What follows belongs to an exercise in optimizing a design on an open flow for small area and a short achievable clock period; a production flow would make more cautious choices.
Where RTL was checked, it was by simulation tests only, not by an equivalence proof against the original.

## before
==> module yapp_commit_fifo, before the edit <==
module yapp_commit_fifo #(
    parameter int DATA_W = 8,
    parameter int DEPTH  = 64,
    parameter int LO     = 8             
) (
    input  logic                      clock,
    input  logic                      reset,
    input  logic                      wr_en,
    input  logic [LO-1:0]             wr_lo,
    input  logic [DEPTH/LO-1:0]       wr_hi,
    input  logic [DATA_W-1:0]         wr_data,
    input  logic                      push,
    input  logic                      commit,
    input  logic                      rewind,
    input  logic [$clog2(DEPTH)-1:0]  commit_addr,
    input  logic [DATA_W-1:0]         hdr,
    input  logic                      rd_en,
    output logic [DATA_W-1:0]         rd_data,
    output logic                      vld,
    output logic                      full_nxt,
    output logic [$clog2(DEPTH)-1:0]  cm_addr
);
    localparam int AW = $clog2(DEPTH);
    localparam int CW = AW + 1;
    localparam int HI = DEPTH / LO;
    logic [DATA_W-1:0] mem [DEPTH];
    logic [LO-1:0]     rd_lo_a, rd_lo_b;    
    logic [HI-1:0]     rd_hi;
    logic [AW-1:0]     cm;           
    logic [CW-1:0]     cu_q;         
    logic [CW-1:0]     occ_q;        
    logic              push_q, fire_q, commit_q, rewind_q;
    logic [CW-1:0]     cu, occ;      
    logic [DATA_W-1:0] dout;
    logic              fire, vld_d, hold;
    logic              occ_full, occ_one_less, cu_full, cu_gt1;
    logic [DATA_W-1:0] mem_q;
    logic [HI-1:0][DATA_W-1:0] row_q;
    always_comb begin
        if (rewind_q) occ = cu_q - CW'(fire_q);
        else          occ = occ_q + CW'(push_q) - CW'(fire_q);
        if (commit_q) cu  = occ_q - CW'(fire_q);
        else          cu  = cu_q - CW'(fire_q);
    end
    assign fire = rd_en && vld;
    assign hold = vld && !rd_en;
    always_comb begin
        if (rewind_q)
            occ_full = fire_q ? (cu_q == CW'(DEPTH + 1)) : (cu_q == CW'(DEPTH));
        else if (push_q == fire_q)
            occ_full = occ_q == CW'(DEPTH);
        else if (push_q)
            occ_full = occ_q == CW'(DEPTH - 1);
        else
            occ_full = occ_q == CW'(DEPTH + 1);
        if (rewind_q)
            occ_one_less = fire_q ? (cu_q == CW'(DEPTH)) : (cu_q == CW'(DEPTH - 1));
        else if (push_q == fire_q)
            occ_one_less = occ_q == CW'(DEPTH - 1);
        else if (push_q)
            occ_one_less = occ_q == CW'(DEPTH - 2);
        else
            occ_one_less = occ_q == CW'(DEPTH);
        if (commit_q) begin
            cu_full = fire_q ? (occ_q == CW'(DEPTH + 1)) : (occ_q == CW'(DEPTH));
            cu_gt1  = fire_q ? (occ_q > CW'(2)) : (occ_q > CW'(1));
        end else begin
            cu_full = fire_q ? (cu_q == CW'(DEPTH + 1)) : (cu_q == CW'(DEPTH));
            cu_gt1  = fire_q ? (cu_q > CW'(2)) : (cu_q > CW'(1));
        end
    end
    assign vld_d        = commit || cu_gt1 || hold;
    assign full_nxt = rewind ? (cu_full && !fire)
                             : ((occ_full && (push == fire)) || (occ_one_less && push && !fire));
    always_comb begin
        for (int h = 0; h < HI; h++) begin
            row_q[h] = '0;
            for (int l = 0; l < LO; l++)
                row_q[h] = row_q[h] | ({{(DATA_W-DATA_W/2){rd_lo_b[l]}}, {(DATA_W/2){rd_lo_a[l]}}}
                                       & mem[h*LO+l]);
        end
        mem_q = '0;
        for (int h = 0; h < HI; h++)
            mem_q = mem_q | ({DATA_W{rd_hi[h]}} & row_q[h]);
    end
    assign rd_data = dout;
    assign cm_addr = cm;
    always_ff @(posedge clock or negedge reset) begin
        if (!reset) begin
            rd_lo_a  <= LO'(2);
            rd_lo_b  <= LO'(2);
            rd_hi    <= HI'(1);
            cm       <= '0;
            cu_q     <= '0;
            occ_q    <= '0;
            push_q   <= 1'b0;
            fire_q   <= 1'b0;
            commit_q <= 1'b0;
            rewind_q <= 1'b0;
            vld      <= 1'b0;
            dout     <= '0;
        end else begin
            if (fire) begin
                rd_lo_a <= {rd_lo_a[LO-2:0], rd_lo_a[LO-1]};
                rd_lo_b <= {rd_lo_b[LO-2:0], rd_lo_b[LO-1]};
            end
            if (fire && rd_lo_a[LO-1]) rd_hi <= {rd_hi[HI-2:0], rd_hi[HI-1]};
            if (commit) cm <= commit_addr;
            cu_q     <= cu;
            occ_q    <= occ;
            push_q   <= push;
            fire_q   <= fire;
            commit_q <= commit;
            rewind_q <= rewind;
            vld      <= vld_d;
            if (!hold) begin
                if (vld) dout <= vld_d ? mem_q : '0;
                else     dout <= commit ? hdr : '0;
            end
        end
    end
    for (genvar w = 0; w < DEPTH; w++) begin : g_word
        logic [DATA_W-1:0] q;
        always_ff @(posedge clock) begin
            if (wr_en && wr_hi[w / LO] && wr_lo[w % LO]) q <= wr_data;
        end
        assign mem[w] = q;
    end
endmodule
export LEC_CHECK = 0
export ABC_CLOCK_PERIOD_IN_PS = 2400
export CAP_MARGIN = 20
export CORE_MARGIN = 2
export CORE_UTILIZATION = 45
export CTS_CLUSTER_DIAMETER = 60
export CTS_CLUSTER_SIZE = 24
export PLACE_DENSITY = 0.62
export SETUP_SLACK_MARGIN = 3.1
export SLEW_MARGIN = 20
create_clock -name core_clock -period 5.5 [get_ports {clock}]
run.sh (not shown) runs the stock make flow with config.mk's settings and CLKGATE_MAP_FILE= SYNTH_SCRIPT=/design/flow/synth_recipe.tcl, a recipe that flattens the netlist after the stock synthesis.
### before -> after
==> flow/design.v, changed modules only <==
module yapp_commit_fifo #(
    parameter int DATA_W = 8,
    parameter int DEPTH  = 64,
    parameter int LO     = 8             
) (
    input  logic                      clock,
    input  logic                      reset,
    input  logic                      wr_en,
    input  logic [LO-1:0]             wr_lo,
    input  logic [DEPTH/LO-1:0]       wr_hi,
    input  logic [DATA_W-1:0]         wr_data,
    input  logic                      push,
    input  logic                      commit,
    input  logic                      rewind,
    input  logic [$clog2(DEPTH)-1:0]  commit_addr,
    input  logic [DATA_W-1:0]         hdr,
    input  logic                      rd_en,
    output logic [DATA_W-1:0]         rd_data,
    output logic                      vld,
    output logic                      full_nxt,
    output logic [$clog2(DEPTH)-1:0]  cm_addr
);
    localparam int AW = $clog2(DEPTH);
    localparam int CW = AW + 1;
    localparam int HI = DEPTH / LO;
    logic [DATA_W-1:0] mem [DEPTH];
    logic [LO-1:0]     rd_lo;
    logic [HI-1:0]     rd_hi;
    logic [AW-1:0]     cm;           
    logic [CW-1:0]     cu_q;         
    logic [CW-1:0]     occ_q;        
    logic              push_q, fire_q, commit_q, rewind_q;
    logic [CW-1:0]     cu, occ;      
    logic [DATA_W-1:0] dout;
    logic              fire, vld_d, hold;
    logic              occ_full, occ_one_less, cu_full, cu_gt1;
    logic [DATA_W-1:0] mem_q;
    logic [HI-1:0][DATA_W-1:0] row_q;
    always_comb begin
        if (rewind_q) occ = cu_q - CW'(fire_q);
        else          occ = occ_q + CW'(push_q) - CW'(fire_q);
        if (commit_q) cu  = occ_q - CW'(fire_q);
        else          cu  = cu_q - CW'(fire_q);
    end
    assign fire         = rd_en && vld;
    assign hold         = vld && !rd_en;
    assign cu_gt1       = cu > CW'(1);
    assign occ_full     = occ == CW'(DEPTH);
    assign occ_one_less = occ == CW'(DEPTH - 1);
    assign cu_full      = cu == CW'(DEPTH);
    assign vld_d        = commit || cu_gt1 || hold;
    assign full_nxt = rewind ? (cu_full && !fire)
                             : ((occ_full && (push == fire)) || (occ_one_less && push && !fire));
    always_comb begin
        for (int h = 0; h < HI; h++) begin
            row_q[h] = '0;
            for (int l = 0; l < LO; l++)
                row_q[h] = row_q[h] | ({DATA_W{rd_lo[l]}} & mem[h*LO+l]);
        end
        mem_q = '0;
        for (int h = 0; h < HI; h++)
            mem_q = mem_q | ({DATA_W{rd_hi[h]}} & row_q[h]);
    end
    assign rd_data = dout;
    assign cm_addr = cm;
    always_ff @(posedge clock or negedge reset) begin
        if (!reset) begin
            rd_lo    <= LO'(2);
            rd_hi    <= HI'(1);
            cm       <= '0;
            cu_q     <= '0;
            occ_q    <= '0;
            push_q   <= 1'b0;
            fire_q   <= 1'b0;
            commit_q <= 1'b0;
            rewind_q <= 1'b0;
            vld      <= 1'b0;
            dout     <= '0;
        end else begin
            if (fire) rd_lo <= {rd_lo[LO-2:0], rd_lo[LO-1]};
            if (fire && rd_lo[LO-1]) rd_hi <= {rd_hi[HI-2:0], rd_hi[HI-1]};
            if (commit) cm <= commit_addr;
            cu_q     <= cu;
            occ_q    <= occ;
            push_q   <= push;
            fire_q   <= fire;
            commit_q <= commit;
            rewind_q <= rewind;
            vld      <= vld_d;
            if (!hold) begin
                if (vld) dout <= vld_d ? mem_q : '0;
                else     dout <= commit ? hdr : '0;
            end
        end
    end
    for (genvar w = 0; w < DEPTH; w++) begin : g_word
        logic [DATA_W-1:0] q;
        always_ff @(posedge clock) begin
            if (wr_en && wr_hi[w / LO] && wr_lo[w % LO]) q <= wr_data;
        end
        assign mem[w] = q;
    end
endmodule
[summary]
In after, the multi-input gate share of total cell area came out 0.26 points below the value in before. Compared with before, after shows a higher area overhead of the layout relative to synthesis. Clock latency of the later-clocked register in the worst-skew pair, before and after: smaller value in after. [compare] base=before new=after: non-clock buffer count now sits higher, final core utilization climbed 0.89 points, met1 track demand over resource moved down, instance count after placement with tap cells included -about 4.7%.
Only the layout flow was run in after; the RTL was not checked for function there.

-- re-timing with driven ports --
How much do the figures lean on ideal ports? The routed layouts below were timed once more, with nothing changed but the port constraints.
Step 1 assumes that a clkbuf_16 drives the clock port and a buf_2 every other input.
Step 2 times the ports against the registers' clock, not the clock port: input delays grow and output delays shrink by t, the midpoint of the rising clock arrivals with the driver on.
Slacks: ideal ports / drivers / drivers and shift; pairs: ideal ports / drivers.
run | shift t [ns] | setup slack, ns | hold WS [ns] | worst data-port slew with drivers (ns)
before | 0.844 | 2.972 / 2.891 / 2.342 | 0.287 / 0.312 / 0.482 | 0.10
after | 0.835 | 2.487 / 2.487 / 2.077 | 0.243 / 0.197 / 0.519 | 0.05
After both steps every run listed still meets setup and hold. For before, which loses most, drivers alone change the setup slack by -0.081 ns; drivers and shift together by -0.630 ns.
